What follows belongs to an exercise in optimizing a design on an open flow for small area and a short achievable clock period; a production flow would make more cautious choices.
Only simulation tests tie the RTL to the original design; equivalence was not proved.
Power and IR drop assume default switching activity.

`flow/config.mk`:
```
export PLATFORM = sky130hd
export DESIGN_NAME = dma_rx_unpacker
export DESIGN_NICKNAME = dma_rx_unpacker
export VERILOG_FILES = /design/flow/design.v
export SDC_FILE = /design/flow/constraint.sdc
export NUM_CORES = 4
export LEC_CHECK = 0
export CAP_MARGIN = 20
export CORE_MARGIN = 2
export CORE_UTILIZATION = 40
export SLEW_MARGIN = 20
```
`flow/constraint.sdc`:
```
create_clock -name core_clock -period 5.5 [get_ports {clk}]
set_input_delay 1.1000 -clock core_clock [delete_from_list [all_inputs] [get_ports {clk}]]
set_output_delay 1.1000 -clock core_clock [all_outputs]
set_load 0.01 [all_outputs]
```
`flow/design.v`:
```
package dma_pkg;
  localparam int DMA_BEAT_W = 128;
  localparam int DMA_WORD_W = 32;
  localparam int DMA_LANES  = 4;
  localparam logic [15:0] DMA_HDR_MAGIC = 16'hD5A7;
  localparam int MAGIC_HI = 31;
  localparam int MAGIC_LO = 16;
  localparam int LEN_HI   = 15;
  localparam int LEN_LO   = 0;
  typedef enum logic {
    RX_HDR,
    RX_PAYLOAD
  } rx_state_e;
  function automatic logic [DMA_WORD_W-1:0] beat_lane(
    input logic [DMA_BEAT_W-1:0] beat,
    input logic [1:0]            lane
  );
    beat_lane = beat[lane*DMA_WORD_W +: DMA_WORD_W];
  endfunction
endpackage
module dma_rx_fifo #(
  parameter int DEPTH = 16,
  parameter int WIDTH = 128,
  localparam int AW    = $clog2(DEPTH),
  localparam int LVL_W = $clog2(DEPTH) + 1
) (
  input  logic             clk,
  input  logic             reset_n,
  input  logic             push,
  input  logic [WIDTH-1:0] wdata,
  input  logic             pop,
  output logic [WIDTH-1:0] rdata,
  output logic             full,
  output logic             empty,
  output logic [LVL_W-1:0] level
);
  logic [WIDTH-1:0] mem [DEPTH];
  logic [AW-1:0]    wr_ptr;
  logic [AW-1:0]    rd_ptr;
  logic             do_push;
  logic             do_pop;
  assign full    = (level == LVL_W'(DEPTH));
  assign empty   = (level == '0);
  assign do_push = push & ~full;
  assign do_pop  = pop & ~empty;
  assign rdata   = mem[rd_ptr];
  always_ff @(posedge clk) begin
    if (do_push) mem[wr_ptr] <= wdata;
  end
  always_ff @(posedge clk or negedge reset_n) begin
    if (!reset_n) begin
      wr_ptr <= '0;
      rd_ptr <= '0;
      level  <= '0;
    end else begin
      if (do_push) wr_ptr <= wr_ptr + 1'b1;
      if (do_pop)  rd_ptr <= rd_ptr + 1'b1;
      case ({do_push, do_pop})
        2'b10:   level <= level + 1'b1;
        2'b01:   level <= level - 1'b1;
        default: level <= level;
      endcase
    end
  end
endmodule
module dma_rx_unpacker #(
  parameter int          FIFO_DEPTH = 16,
  parameter logic [15:0] HDR_MAGIC  = dma_pkg::DMA_HDR_MAGIC,
  localparam int         LVL_W      = $clog2(FIFO_DEPTH) + 1
) (
  input  logic                  clk,
  input  logic                  reset_n,
  input  logic [dma_pkg::DMA_BEAT_W-1:0] dma_read_data,
  input  logic                  dma_read_valid,
  output logic [dma_pkg::DMA_WORD_W-1:0] out_data,
  output logic                  out_valid,
  input  logic                  out_ready,
  output logic                  out_last,
  output logic [LVL_W-1:0]      fifo_level,
  output logic                  overflow,
  input  logic                  ovf_clr,
  output logic                  frame_err,
  output logic [31:0]           frame_cnt,
  output logic [31:0]           drop_cnt
);
  logic [dma_pkg::DMA_BEAT_W-1:0] head;
  logic                  full;
  logic                  empty;
  logic                  pop;
  logic                  hdr_bad;
  logic                  hs;
  dma_pkg::rx_state_e             state;
  logic [1:0]            lane;
  logic [15:0]           rem;
  logic [15:0]           hdr_len;
  dma_rx_fifo #(
    .DEPTH (FIFO_DEPTH),
    .WIDTH (dma_pkg::DMA_BEAT_W)
  ) u_fifo (
    .clk     (clk),
    .reset_n (reset_n),
    .push    (dma_read_valid),
    .wdata   (dma_read_data),
    .pop     (pop),
    .rdata   (head),
    .full    (full),
    .empty   (empty),
    .level   (fifo_level)
  );
  assign hdr_len   = head[dma_pkg::LEN_HI:dma_pkg::LEN_LO];
  assign hdr_bad   = (state == dma_pkg::RX_HDR) & ~empty & (head[dma_pkg::MAGIC_HI:dma_pkg::MAGIC_LO] != HDR_MAGIC);
  assign out_valid = (state == dma_pkg::RX_PAYLOAD) & ~empty;
  assign out_last  = out_valid & (rem == 16'd1);
  assign out_data  = out_valid ? dma_pkg::beat_lane(head, lane) : '0;
  assign hs        = out_valid & out_ready;
  always_comb begin
    pop = 1'b0;
    case (state)
      dma_pkg::RX_HDR:     pop = hdr_bad | (~empty & (hdr_len == 16'd0));
      dma_pkg::RX_PAYLOAD: pop = hs & ((rem == 16'd1) | (lane == 2'(dma_pkg::DMA_LANES - 1)));
      default:    pop = 1'b0;
    endcase
  end
  always_ff @(posedge clk or negedge reset_n) begin
    if (!reset_n) begin
      state     <= dma_pkg::RX_HDR;
      lane      <= '0;
      rem       <= '0;
      frame_err <= 1'b0;
    end else begin
      frame_err <= hdr_bad;
      case (state)
        dma_pkg::RX_HDR: begin
          if (~empty && !hdr_bad && hdr_len != 16'd0) begin
            rem   <= hdr_len;
            lane  <= 2'd1;
            state <= dma_pkg::RX_PAYLOAD;
          end
        end
        dma_pkg::RX_PAYLOAD: begin
          if (hs) begin
            rem <= rem - 16'd1;
            if (rem == 16'd1) begin
              lane  <= '0;
              state <= dma_pkg::RX_HDR;
            end else begin
              lane <= lane + 2'd1;
            end
          end
        end
        default: state <= dma_pkg::RX_HDR;
      endcase
    end
  end
  always_ff @(posedge clk or negedge reset_n) begin
    if (!reset_n)                  overflow <= 1'b0;
    else if (dma_read_valid & full) overflow <= 1'b1;
    else if (ovf_clr)              overflow <= 1'b0;
  end
  logic frame_done;
  assign frame_done = ((state == dma_pkg::RX_HDR) & ~empty & ~hdr_bad & (hdr_len == 16'd0)) |
                      (hs & (rem == 16'd1));
  always_ff @(posedge clk or negedge reset_n) begin
    if (!reset_n) begin
      frame_cnt <= '0;
      drop_cnt  <= '0;
    end else begin
      if (frame_done)            frame_cnt <= frame_cnt + 32'd1;
      if (dma_read_valid & full) drop_cnt  <= drop_cnt + 32'd1;
    end
  end
endmodule
```
`flow/run.sh`:
```
#!/bin/bash
# synth_recipe.tcl (not shown) runs the flow's synth.tcl, then flattens the netlist and writes it again
# the make line also repeats each setting of config.mk as NAME=value (left out here)
make -C /OpenROAD-flow-scripts/flow DESIGN_CONFIG=/design/flow/config.mk WORK_HOME=/design/flow/orfs CLKGATE_MAP_FILE= SYNTH_SCRIPT=/design/flow/synth_recipe.tcl finish
```
==> results by group <==
Final layout
  – Count of nets after finishing: between 4k and 5k
  – Total area of sequential cells: roughly 0.064 mm²
  – Filler-free cell count of the finished design: around 7.6k
  – Share of post-route cells with drive strength above 1: 18.2%
  – Area used by multi-input combinational logic: 0.0186 mm²
  – Area delta synth->final: 17.5%
  – Number of fill cells: 17.2k

Clock tree
  – TritonCTS clock tree: done
  – Root Buffer: sky130_fd_sc_hd__clkbuf_16
  – Clock transition at path regs: ~0.060 ns
  – Clock Sinks: approximately 2.1k
  – Clock latency at the later pin of the worst-skew pair: approximately 0.85 ns
  – Number of buffers created by CTS: 214
  – Number of H-tree levels: 4
  – CTS max path bufs: 3

STA
  – Slew at the pin closest to its max-slew limit: roughly 1.1 ns
  – Worst Hold Slack: about 0.34 ns
  – Count of endpoints failing setup in the final report: 0
  – Endpoints failing hold: 0
  – Achievable clock frequency: 185 MHz
  – Share of the clock period used by the worst path: a little over nine tenths
  – Setup repair after global routing missed its margin: yes
  – Shortest period the worst path allows: approximately 5.4 ns
  – Final total negative setup slack: 0 ns
  – Total count of max-transition violations in the final report: 0
  – Setup ws final: 0.102 ns
  – Clock skew after layout: 0.0469 ns
  – Relative max-transition margin: between 20% and 30%

Synthesis
  – Fraction of registers with async set or reset after synthesis: around 4.6%
  – Synth Area in Simple Gates: approximately 2.1%
  – Xor/xnor cell area share of the yosys netlist: less than 1%
  – Cell type contributing the most total cell area after synthesis: sky130_fd_sc_hd__edfxtp_1
  – Mean area per synthesized cell: 19.7 µm²
  – Most frequent cell after synthesis: sky130_fd_sc_hd__edfxtp_1
  – Sequential share of the synthesized area: between 70% and 80%
  – Leading cell types by total area after synthesis: sky130_fd_sc_hd__edfxtp_1 74%, sky130_fd_sc_hd__mux4_2 7.9%, sky130_fd_sc_hd__mux2i_1 5.3%, sky130_fd_sc_hd__dfrtp_1 2.9%, sky130_fd_sc_hd__o221ai_1 1.4%
  – FF+latch count, synth: around 2.1k
  – Cell variety after synth: 59
  – Syn_nets: between 4k and 5k
  – Post-synthesis adder-cell area fraction: less than 1%
  – Proportion of synthesized area in mux cells: a little over an eighth
  – Commonest cells in the netlist: 2048 x sky130_fd_sc_hd__edfxtp_1, 444 x sky130_fd_sc_hd__mux2i_1, 292 x sky130_fd_sc_hd__mux4_2
  – Fraction of post-synthesis cell area in the top cell type by area: between 70 and 80%
  – Most common flop cell mapped by yosys: sky130_fd_sc_hd__edfxtp_1
  – Dominant combinational cell family by area after synthesis: multiplexers
  – Yosys Warn Count: 2
  – Gate count after technology mapping: around 4.2k
  – Compound-Gate Fraction of Synth Area: around 5.5%
  – Area of the mapped netlist: approximately 0.083 mm²
  – Count of flip-flops with a built-in enable after synthesis: a little over 2k

Detailed routing
  – Post-route ant nets: 0
  – Vias: ~44k
  – Number of detailed-route iterations in the first pass: 6
  – Routed len/inst: around 30 µm
  – Drt initial violations: approximately 5.1k
  – Number of design rule violations left after detail routing: 0
  – Ratio of routed vias to standard cells: 5.82
  – Final WL: between 200000 and 250000 µm

GRT
  – Overflow left after global routing: 0
  – Wire length of the first global-routing pass: between 300000 and 400000 µm
  – Vias in the first global route: 43.5k
  – Pin count of the biggest net entering global routing: 83
  – Combined global-route utilization of all metal layers: around a fifth
  – Number of antenna violations at the first check in global routing: 46

Placed design
  – Final RePlAce weighted congestion: 0.819
  – # placed instances: 7215
  – Number of I/O port buffers: around 240
  – HPWL after detailed placement: 130000 µm
  – Post-Place Setup Slack: 0.137 ns

Power
  – Total design power: 0.0513 W
  – Static Leakage: roughly 32 nW
  – Areal power density over the cells: around 520 mW/mm²
  – IR drop worst, VDD: around 380 µV

Floorplan
  – Initial Util: 40.3%
  – I/O Pins: approximately 240
  – Number of standard-cell rows in the floorplan: ~170
  – Height of the die: 461 µm
  – Floorplan die width: between 400 and 500 µm
  – Area enclosed by the die boundary: ~0.21 mm²
  – Core box area: a little over 0.2 mm²

Critical path
  – Startpoint class of the critical path: flip-flop
  – Critical path required time: 4.40 ns
  – Endpoint arrival time on the critical path: around 4.3 ns
  – Category of the most critical setup path: reg -> out
  – Setup crit end kind: output port
  – Max Fanout on Critical Path: 37

Flow run
  – Max cap viols: 0

Outcome
  – Result of the run: complete, no violations

Worst hold path
  – Type of the tightest min-delay check: in -> async
layout by cell type (no fill, tap or decap), types with 64 or more instances in the layout:
| master | n |
|---|---|
| sky130_fd_sc_hd__a21oi_1 | 119 |
| sky130_fd_sc_hd__a221oi_1 | 98 |
| sky130_fd_sc_hd__buf_12 | 68 |
| sky130_fd_sc_hd__buf_4 | 128 |
| sky130_fd_sc_hd__clkbuf_16 | 218 |
| sky130_fd_sc_hd__clkdlybuf4s50_1 | 235 |
| sky130_fd_sc_hd__dfrtp_1 | 92 |
| sky130_fd_sc_hd__edfxtp_1 | 2048 |
| sky130_fd_sc_hd__mux2i_1 | 444 |
| sky130_fd_sc_hd__mux4_2 | 292 |
| sky130_fd_sc_hd__nand2_1 | 92 |
| sky130_fd_sc_hd__nor2_1 | 66 |
| sky130_fd_sc_hd__o21ai_0 | 66 |
| sky130_fd_sc_hd__o221ai_1 | 129 |
| sky130_fd_sc_hd__o22ai_1 | 64 |
path summary, 6_finish.rpt:
check | from | endpoint | slack (ns) | depth (start not counted)
setup / recovery | u_fifo.rd_ptr[1]$_DFFE_PN0P_ | out_data[1] | 0.10 | 8
hold / removal | reset_n | drop_cnt[10]$_DFFE_PN0P_ | 0.34 | 1
setup reg to reg | u_fifo.rd_ptr[0]$_DFFE_PN0P_ | u_fifo.level[4]$_DFFE_PN0P_ | 0.54 | 20
hold reg to reg | drop_cnt[31]$_DFFE_PN0P_ | drop_cnt[31]$_DFFE_PN0P_ | 0.47 | 1
max in group asynchronous | reset_n | u_fifo.rd_ptr[3]$_DFFE_PN0P_ | 3.91 | 2
min in group core_clock | drop_cnt[31]$_DFFE_PN0P_ | drop_cnt[31]$_DFFE_PN0P_ | 0.47 | 1
critical path, stage by stage, from the launching register on:
cell and delay (ns):
sky130_fd_sc_hd__dfrtp_4 0.60, sky130_fd_sc_hd__and2_4 0.33, sky130_fd_sc_hd__buf_4 0.35, sky130_fd_sc_hd__a221oi_1 0.48, sky130_fd_sc_hd__o21ai_0 0.15, sky130_fd_sc_hd__a21oi_1 0.41
sky130_fd_sc_hd__a21oi_1 0.09, sky130_fd_sc_hd__a211oi_1 0.31, sky130_fd_sc_hd__clkdlybuf4s50_1 0.65
layout make-up:
class	count	share of cell area, %
Tap cell	2788	3.56
Sequential cell	2146	65.2
Timing Repair Buffer	454	5.33
Inverter	22	0.0944
Antenna cell	6	0.0153
Multi-Input combinational cell	1826	18.9
Clock buffer	268	5.72
Clock inverter	121	1.15
metal layers:
metal | wire, µm | vias up | global-route usage (%)
met5 | 254 | - | 0
met4 | 6730 | 36 | 6.77
met3 | 16700 | 360 | 4.08
met2 | 109000 | 1753 | 33.7
met1 | 96900 | 23652 | 29.9
li1 | - | 18585 | -
logic make-up after synthesis:
kind of cell | after synthesis
adder cells (fa/ha/maj) | 15
multiplexers | 741
AND/OR/NAND/NOR | 358
AO/OA/AOI/OAI | 638
buffers and inverters | 271
XOR/XNOR | 73
flip-flops | 2146
per-stage QoR:
step / cell area, µm² / utilization [%]
2_1_floorplan: 83600 / -
3_3_place_gp: 90800 / 43.8
3_5_place_dp: 90800 / 43.8
4_1_cts: 97800 / 47.2
5_1_grt: 98100 / 47.3
6_report: 98100 / 47.3
flip-flops by register name (all words and copies together), names as in the netlist:
register       cells
u_fifo.mem      2048
drop_cnt          32
frame_cnt         32
rem               16
u_fifo.level       5
u_fifo.rd_ptr      4
u_fifo.wr_ptr      4
lane               2
frame_err          1
overflow           1
state              1
power breakdown:
part / total, W / internal, W / switching, W
combinational: 0.0171 / 0.00680 / 0.0103
clock: 0.0141 / 0.00793 / 0.00613
sequential: 0.0201 / 0.0196 / 0.000526
total: 0.0513 / 0.0343 / 0.0170
timing repair:
item	4_1_cts	5_1_grt
setup endpoints to repair	23	22
setup buffers	0	13
hold buffers	0	0
resized for setup	28	21
pin swaps	2	0
gates cloned	4	4

afterwards: timing with drivers on the ports:
No port has a modelled driver above. Below, the same layout with a new extraction and two added sets of constraints. Step 1 assumes that a clkbuf_16 drives the clock port and a buf_2 every other input. Step 2 adds t to the input delays and takes it off the output delays; t is the mean of the earliest and latest rising clock arrival at the registers after step 1. Input paths then give back, and output paths get back, about the clock's delay inside the block. Slacks: ideal / step 1 / step 2; pairs: ideal / step 1.
shift t [ns]: 0.920
setup WS [ns]: 0.102 / 0.013 / 0.539
hold slack, ns: 0.338 / 0.281 / 0.468
latest minus earliest clock arrival (ns): 0.054 / 0.054
slew at the worst register clock pin (ns): 0.07 / 0.07
After both steps setup and hold are still met in this run. For this run, drivers alone change the setup slack by -0.089 ns; drivers and shift together by +0.437 ns.
